This is an optimization exercise on Yosys and OpenROAD, whose aim is small area, a short achievable clock period and few clock cycles, not a production implementation.

==> flow/design.v <==
`timescale 1ns / 1ps
package sitda_pkg;
  localparam int unsigned VALUE_BITS_DEF = 32;
  localparam int unsigned CHAR_W         = 8;
  localparam int unsigned BCD_W          = 38;
  function automatic logic [3:0] dig_dbl(input logic [2:0] r, input logic c);
    logic [3:0] o;
    o[3] = ~((~r[2] & ~r[1]) | (~r[0] & ~c));
    o[2] = (r[2] & c) | (r[1] & ~r[0] & ~c);
    o[1] = (~r[2] & r[0] & c) | (~r[1] & r[0] & ~c);
    o[0] = ~((~r[2] & ~r[1] & ~c) | (r[1] & c));
    dig_dbl = o;
  endfunction
  function automatic logic [BCD_W-1:0] bcd_dbl(input logic [BCD_W-1:0] b, input logic c);
    logic [BCD_W-1:0] o;
    logic [3:0]       t;
    o[3:0] = dig_dbl(b[2:0], c);
    for (int i = 1; i < 9; i++) begin
      o[4*i +: 4] = dig_dbl(b[4*i +: 3], b[4*i-1]);
    end
    t = dig_dbl({1'b0, b[37:36]}, b[35]);
    o[37:36] = t[1:0];
    bcd_dbl = o;
  endfunction
  function automatic logic [BCD_W-1:0] dabble4(input logic [BCD_W-1:0] b,
                                               input logic [3:0] n);
    logic [BCD_W-1:0] r;
    r = b;
    for (int s = 3; s >= 0; s--) begin
      r = bcd_dbl(r, n[s]);
    end
    dabble4 = r;
  endfunction
  function automatic logic [7:0] nib_code(input logic [3:0] n);
    logic       hi;
    logic [3:0] m;
    logic       q;
    logic [2:0] r;
    hi = n >= 4'd10;
    m  = hi ? n - 4'd10 : n;
    q  = m >= 4'd5;
    r  = q ? 3'(m - 4'd5) : m[2:0];
    nib_code = {3'b000, hi, q, r == 3'd4, r[1] & ~r[2], (r[0] | r[2])};
  endfunction
  function automatic logic [3:0] dig_bin(input logic [3:0] d);
    logic [3:0] v;
    v = {1'b0, d[2], d[1], d[0] & ~d[2]};
    dig_bin = d[3] ? v + 4'd5 : v;
  endfunction
endpackage
`timescale 1ns / 1ps
module signed_int_to_decimal_ascii_top #(
  parameter int unsigned VALUE_BITS = sitda_pkg::VALUE_BITS_DEF
) (
  input  logic                         clk_i,
  input  logic                         rst_ni,
  input  logic                         in_valid_i,
  output logic                         in_ready_o,
  input  logic signed [VALUE_BITS-1:0] value_i,
  output logic                         out_valid_o,
  input  logic                         out_ready_i,
  output logic [sitda_pkg::CHAR_W-1:0] char_code_o,
  output logic                         last_char_o
);
  localparam int unsigned BcdW = sitda_pkg::BCD_W;
  localparam int unsigned PartW = 33;
  typedef struct packed {
    logic [3:0] n;
    logic       first;
    logic       last;
    logic       neg;
  } nib_t;
  typedef struct packed {
    logic       minus;
    logic [3:0] dig;
    logic       inc;
    logic       last;
  } och_t;
  logic            f_act_q;   
  logic [7:0]      fptr_q;    
  logic            h_v_q;     
  nib_t            h_q;
  logic            t_v_q;     
  nib_t            t_q;
  logic            cneg_q;    
  logic            czero_q;   
  logic            esingle_q;  
  logic            elast_q;   
  logic [PartW-1:0] bcd_q;
  logic            ebusy_q;
  logic            efirst_q;  
  logic            enegp_q;   
  logic            einc_q;    
  logic [9:0]      p1h_q;     
  logic [BcdW-1:0] dig_q;
  logic            o0_v_q;    
  och_t            o0_q;
  logic            o1_v_q;    
  och_t            o1_q;
  logic        neg;
  logic [31:0] u;
  logic [7:0]  flag;          
  logic [7:0]  first1h;       
  logic [7:0]  sel;
  nib_t        fnib;
  assign neg = value_i[VALUE_BITS-1];
  assign u   = value_i ^ {32{neg}};
  always_comb begin
    flag[0] = 1'b0;
    flag[1] = 1'b1;
    for (int j = 2; j < 8; j++) begin
      flag[j] = |u[4*j +: 4];
    end
    for (int j = 0; j < 8; j++) begin
      first1h[j] = flag[j] && !(|(flag & (8'hFF << (j+1))));
    end
  end
  assign sel = f_act_q ? fptr_q : first1h;
  always_comb begin
    for (int b = 0; b < 4; b++) begin
      logic [7:0] mb;
      for (int j = 0; j < 8; j++) begin
        mb[j] = u[4*j+b];
      end
      fnib.n[b] = |(mb & sel);
    end
    fnib.first = !f_act_q;
    fnib.last  = sel[0];
    fnib.neg   = neg;
  end
  logic [9:0] nz;             
  logic [9:0] nine;           
  logic [9:0] cin;            
  logic [9:0] top1h;          
  logic [9:0] etop1h;         
  logic [9:0] esel;
  logic [3:0] edig;
  logic       ecin;
  logic       take;
  logic       e_last;
  logic       e_free;
  logic       emit_now;
  och_t       ech;
  always_comb begin
    for (int d = 0; d < 9; d++) begin
      nz[d]   = |dig_q[4*d +: 4];
      nine[d] = dig_q[4*d +: 4] == 4'b1101;
    end
    nz[9]   = |dig_q[36 +: 2];
    nine[9] = 1'b0;
    for (int d = 1; d < 10; d++) begin
      top1h[d] = nz[d] && !(|(nz & (10'h3FF << (d+1))));
    end
    top1h[0] = !(|nz[9:1]);
    cin[0] = einc_q;
    for (int d = 1; d < 10; d++) begin
      cin[d] = einc_q && (&(nine | (10'h3FF << d)));
    end
    etop1h[0] = top1h[0] && !cin[1];
    for (int d = 1; d < 9; d++) begin
      etop1h[d] = (top1h[d] && !cin[d+1]) || (top1h[d-1] && cin[d]);
    end
    etop1h[9] = top1h[9] || (top1h[8] && cin[9]);
  end
  assign esel = efirst_q ? etop1h : p1h_q;
  always_comb begin
    for (int b = 0; b < 4; b++) begin
      logic [9:0] db;
      for (int d = 0; d < 9; d++) begin
        db[d] = dig_q[4*d+b];
      end
      db[9] = (b < 2) ? dig_q[36+b] : 1'b0;
      edig[b] = |(db & esel);
    end
    ecin = |(cin & esel);
  end
  assign take     = !o1_v_q;
  assign emit_now = ebusy_q && take;
  assign e_last   = elast_q;
  assign e_free   = !ebusy_q || (take && elast_q);
  assign ech.minus = enegp_q;
  assign ech.dig   = edig;
  assign ech.inc   = ecin;
  assign ech.last = e_last;
  logic            finish;
  logic            start_t;
  logic            cons1;
  logic            cons2;
  logic            cons_any;
  logic [3:0]      hnib;
  logic [3:0]      tnib;
  logic [BcdW-1:0] bcd_nx;
  logic [7:0]      hcode;
  logic [7:0]      tcode;
  assign finish   = h_v_q && h_q.last && e_free;
  assign start_t  = finish && t_v_q && t_q.first;
  assign cons2    = start_t;
  assign cons1    = h_v_q && (!h_q.last || e_free) && !start_t;
  assign cons_any = h_v_q && (!h_q.last || e_free);
  assign hnib     = h_q.n;
  assign hcode    = sitda_pkg::nib_code(hnib);
  assign tnib     = t_q.n;
  assign tcode    = sitda_pkg::nib_code(tnib);
  assign bcd_nx   = sitda_pkg::dabble4({{(BcdW-PartW){1'b0}}, bcd_q}, hnib);
  logic fetch;
  logic f_is_last;
  assign f_is_last  = f_act_q && fptr_q[0];
  logic ir_q;
  logic f_act_d;
  logic fptr0_d;
  logic t_v_d;
  assign in_ready_o = ir_q;
  assign f_act_d    = fetch ? !f_is_last : f_act_q;
  assign fptr0_d    = fetch ? sel[1] : fptr_q[0];
  assign t_v_d      = cons2 ? 1'b0 :
                      (cons1 || !h_v_q) ? (t_v_q && fetch) : (t_v_q || fetch);
  assign fetch      = in_valid_i && (f_is_last ? !t_v_q : (!t_v_q || cons_any));
  logic pop;
  assign pop = o0_v_q && out_ready_i;
  always_ff @(posedge clk_i or negedge rst_ni) begin
    if (!rst_ni) begin
      f_act_q <= 1'b0;
      ir_q    <= 1'b0;
      h_v_q   <= 1'b0;
      t_v_q   <= 1'b0;
      ebusy_q <= 1'b0;
      o0_v_q  <= 1'b0;
      o1_v_q  <= 1'b0;
    end else begin
      f_act_q <= f_act_d;
      ir_q    <= f_act_d && fptr0_d && !t_v_d;
      t_v_q   <= t_v_d;
      if (cons2) begin
        h_v_q <= fetch;
      end else if (cons1 || !h_v_q) begin
        h_v_q <= t_v_q || fetch;
      end
      if (finish) begin
        ebusy_q <= 1'b1;
      end else if (emit_now && e_last) begin
        ebusy_q <= 1'b0;
      end
      if (!o0_v_q || pop) begin
        o0_v_q <= o1_v_q || emit_now;
        o1_v_q <= 1'b0;
      end else if (emit_now) begin
        o1_v_q <= 1'b1;
      end
    end
  end
  always_ff @(posedge clk_i) begin
    if (fetch) begin
      fptr_q <= sel >> 1;
    end
    if (cons2) begin
      h_q <= fnib;
    end else if (cons1 || !h_v_q) begin
      h_q <= t_v_q ? t_q : fnib;
      if (t_v_q) begin
        t_q <= fnib;
      end
    end else if (fetch) begin
      t_q <= fnib;
    end
    if (start_t || (h_v_q && !h_q.last)) begin
      bcd_q <= (start_t || h_q.first) ? {{(PartW-8){1'b0}}, start_t ? tcode : hcode}
                                      : bcd_nx[PartW-1:0];
    end
    if (start_t) begin
      cneg_q  <= t_q.neg;
      czero_q <= tnib == 4'd0;
    end else if (h_v_q && h_q.first) begin
      cneg_q  <= h_q.neg;
      czero_q <= hnib == 4'd0;
    end else if (h_v_q && !h_q.last) begin
      czero_q <= czero_q && (hnib == 4'd0);
    end
    if (finish) begin
      dig_q     <= bcd_nx;
      efirst_q  <= 1'b1;
      enegp_q   <= cneg_q;
      einc_q    <= cneg_q;
      esingle_q <= czero_q && (hnib < (cneg_q ? 4'd9 : 4'd10));
      elast_q   <= !cneg_q && czero_q && (hnib < 4'd10);
    end else if (emit_now) begin
      if (enegp_q) begin
        enegp_q <= 1'b0;
        elast_q <= esingle_q;
      end else begin
        efirst_q <= 1'b0;
        p1h_q    <= esel >> 1;
        elast_q  <= esel[1];
      end
    end
    if (!o0_v_q || pop) begin
      o0_q <= o1_v_q ? o1_q : ech;
    end
    if (emit_now) begin
      o1_q <= ech;
    end
  end
  assign out_valid_o = o0_v_q;
  logic [3:0] obin;
  assign obin        = sitda_pkg::dig_bin(o0_q.dig);
  assign char_code_o = o0_q.minus ? 8'h2D :
                       {4'h3, !o0_q.inc ? obin : (obin == 4'd9) ? 4'd0 : obin + 4'd1};
  assign last_char_o = o0_q.last;
endmodule
==> flow/config.mk <==
export PLATFORM = sky130hd
export DESIGN_NAME = signed_int_to_decimal_ascii_top
export DESIGN_NICKNAME = signed_int_to_decimal_ascii_top
export VERILOG_FILES = /design/flow/design.v
export SDC_FILE = /design/flow/constraint.sdc
export NUM_CORES = 4
export LEC_CHECK = 0
export ABC_AREA = 1
export CAP_MARGIN = 20
export CORE_MARGIN = 2
export CORE_UTILIZATION = 40
export SETUP_SLACK_MARGIN = 2.0
export SLEW_MARGIN = 20
==> flow/constraint.sdc <==
create_clock -name core_clock -period 4.5 [get_ports {clk_i}]
set_input_delay 0.9000 -clock core_clock [delete_from_list [all_inputs] [get_ports {clk_i}]]
set_output_delay 0.9000 -clock core_clock [all_outputs]
set_load 0.01 [all_outputs]
run.sh (not shown) runs the stock make flow with config.mk's settings and CLKGATE_MAP_FILE= SYNTH_SCRIPT=/design/flow/synth_recipe.tcl, a recipe that flattens the netlist after the stock synthesis.
Change:
--- a/flow/design.v
+++ b/flow/design.v
@@ -72,9 +72,8 @@
   } nib_t;
   typedef struct packed {
     logic       minus;
     logic [3:0] dig;
-    logic       inc;
     logic       last;
   } och_t;
   logic            f_act_q;   
   logic [7:0]      fptr_q;    
@@ -89,28 +88,35 @@
   logic [PartW-1:0] bcd_q;
   logic            ebusy_q;
   logic            efirst_q;  
   logic            enegp_q;   
-  logic            einc_q;    
   logic [9:0]      p1h_q;     
   logic [BcdW-1:0] dig_q;
   logic            o0_v_q;    
   och_t            o0_q;
   logic            o1_v_q;    
   och_t            o1_q;
   logic        neg;
   logic [31:0] u;
+  logic [7:0]  zlow;          
+  logic [3:0]  mag [8];       
   logic [7:0]  flag;          
   logic [7:0]  first1h;       
   logic [7:0]  sel;
   nib_t        fnib;
   assign neg = value_i[VALUE_BITS-1];
   assign u   = value_i ^ {32{neg}};
   always_comb begin
+    for (int j = 0; j < 8; j++) begin
+      zlow[j] = (j == 0) ? 1'b1 : ~|(value_i & ((32'd1 << (4*j)) - 32'd1));
+    end
+    for (int j = 0; j < 8; j++) begin
+      mag[j] = u[4*j +: 4] + {3'd0, neg && zlow[j]};
+    end
     flag[0] = 1'b0;
     flag[1] = 1'b1;
     for (int j = 2; j < 8; j++) begin
-      flag[j] = |u[4*j +: 4];
+      flag[j] = (|u[4*j +: 4]) || (neg && (&u[4*j-4 +: 4]));
     end
     for (int j = 0; j < 8; j++) begin
       first1h[j] = flag[j] && !(|(flag & (8'hFF << (j+1))));
     end
@@ -119,51 +125,36 @@
   always_comb begin
     for (int b = 0; b < 4; b++) begin
       logic [7:0] mb;
       for (int j = 0; j < 8; j++) begin
-        mb[j] = u[4*j+b];
+        mb[j] = mag[j][b];
       end
       fnib.n[b] = |(mb & sel);
     end
     fnib.first = !f_act_q;
     fnib.last  = sel[0];
     fnib.neg   = neg;
   end
   logic [9:0] nz;             
-  logic [9:0] nine;           
-  logic [9:0] cin;            
   logic [9:0] top1h;          
-  logic [9:0] etop1h;         
   logic [9:0] esel;
   logic [3:0] edig;
-  logic       ecin;
   logic       take;
   logic       e_last;
   logic       e_free;
   logic       emit_now;
   och_t       ech;
   always_comb begin
     for (int d = 0; d < 9; d++) begin
-      nz[d]   = |dig_q[4*d +: 4];
-      nine[d] = dig_q[4*d +: 4] == 4'b1101;
+      nz[d] = |dig_q[4*d +: 4];
     end
-    nz[9]   = |dig_q[36 +: 2];
-    nine[9] = 1'b0;
+    nz[9] = |dig_q[36 +: 2];
     for (int d = 1; d < 10; d++) begin
       top1h[d] = nz[d] && !(|(nz & (10'h3FF << (d+1))));
     end
     top1h[0] = !(|nz[9:1]);
-    cin[0] = einc_q;
-    for (int d = 1; d < 10; d++) begin
-      cin[d] = einc_q && (&(nine | (10'h3FF << d)));
-    end
-    etop1h[0] = top1h[0] && !cin[1];
-    for (int d = 1; d < 9; d++) begin
-      etop1h[d] = (top1h[d] && !cin[d+1]) || (top1h[d-1] && cin[d]);
-    end
-    etop1h[9] = top1h[9] || (top1h[8] && cin[9]);
   end
-  assign esel = efirst_q ? etop1h : p1h_q;
+  assign esel = efirst_q ? top1h : p1h_q;
   always_comb begin
     for (int b = 0; b < 4; b++) begin
       logic [9:0] db;
       for (int d = 0; d < 9; d++) begin
@@ -171,17 +162,15 @@
       end
       db[9] = (b < 2) ? dig_q[36+b] : 1'b0;
       edig[b] = |(db & esel);
     end
-    ecin = |(cin & esel);
   end
   assign take     = !o1_v_q;
   assign emit_now = ebusy_q && take;
   assign e_last   = elast_q;
   assign e_free   = !ebusy_q || (take && elast_q);
   assign ech.minus = enegp_q;
   assign ech.dig   = edig;
-  assign ech.inc   = ecin;
   assign ech.last = e_last;
   logic            finish;
   logic            start_t;
   logic            cons1;
@@ -278,10 +267,9 @@
     if (finish) begin
       dig_q     <= bcd_nx;
       efirst_q  <= 1'b1;
       enegp_q   <= cneg_q;
-      einc_q    <= cneg_q;
-      esingle_q <= czero_q && (hnib < (cneg_q ? 4'd9 : 4'd10));
+      esingle_q <= czero_q && (hnib < 4'd10);
       elast_q   <= !cneg_q && czero_q && (hnib < 4'd10);
     end else if (emit_now) begin
       if (enegp_q) begin
         enegp_q <= 1'b0;
@@ -299,10 +287,7 @@
       o1_q <= ech;
     end
   end
   assign out_valid_o = o0_v_q;
-  logic [3:0] obin;
-  assign obin        = sitda_pkg::dig_bin(o0_q.dig);
-  assign char_code_o = o0_q.minus ? 8'h2D :
-                       {4'h3, !o0_q.inc ? obin : (obin == 4'd9) ? 4'd0 : obin + 4'd1};
+  assign char_code_o = o0_q.minus ? 8'h2D : {4'h3, sitda_pkg::dig_bin(o0_q.dig)};
   assign last_char_o = o0_q.last;
 endmodule
The changed run passed the timing, DRC and antenna checks.
Wire length went down by 6.3%.
Clock skew came out lower by 3.6 ps.
First-iteration DRC count came out lower by 3.0%.
Core utilization is higher by 0.35 points.
Final cell count shrinks by 1.2%.
Area after synthesis goes down by about 2%.
Worst setup slack gets better by 130 ps.
Worst hold slack loses 83 ps.
Cell area goes down by about 2%.
Count of clock-buffer cells in the layout decreases by 1.
Critical path depth increases by 6.
Global-route usage came out lower by 0.41 points.
Die area shrinks by about 1.8%.
No run of this note included a check of the RTL's function; only the layout flow was run.

==> port drivers added, routing unchanged <==
The flow's constraints put no driver on any port. The routed layouts listed below were extracted and timed again, unchanged, in two steps. Step 1 (the two cells are an assumption about what drives the block):
set clk [get_ports {clk_i}]
set_driving_cell -lib_cell sky130_fd_sc_hd__clkbuf_16 $clk
set_driving_cell -lib_cell sky130_fd_sc_hd__buf_2 [delete_from_list [all_inputs] $clk]
Step 2, shift: input delay + t, output delay - t, t = (earliest + latest rising clock arrival at the registers) / 2. This alone moves slack from input paths to output paths. a / b / c = no drivers / after step 1 / after step 2; a / b = the first two.
run	t (ns)	setup slack, ns	worst setup path after step 2	worst slew at a driven data input, ns	cell pins on the clock port's net
the first run	0.459	1.438 / 1.392 / 1.728	input to register	0.04	1
the second run	0.452	1.567 / 1.560 / 1.108	input to register	0.06	1
After both steps setup and hold are still met in every run listed. The setup slack of the second run, which loses most, moves by -0.007 ns with the drivers and by -0.459 ns with both steps.
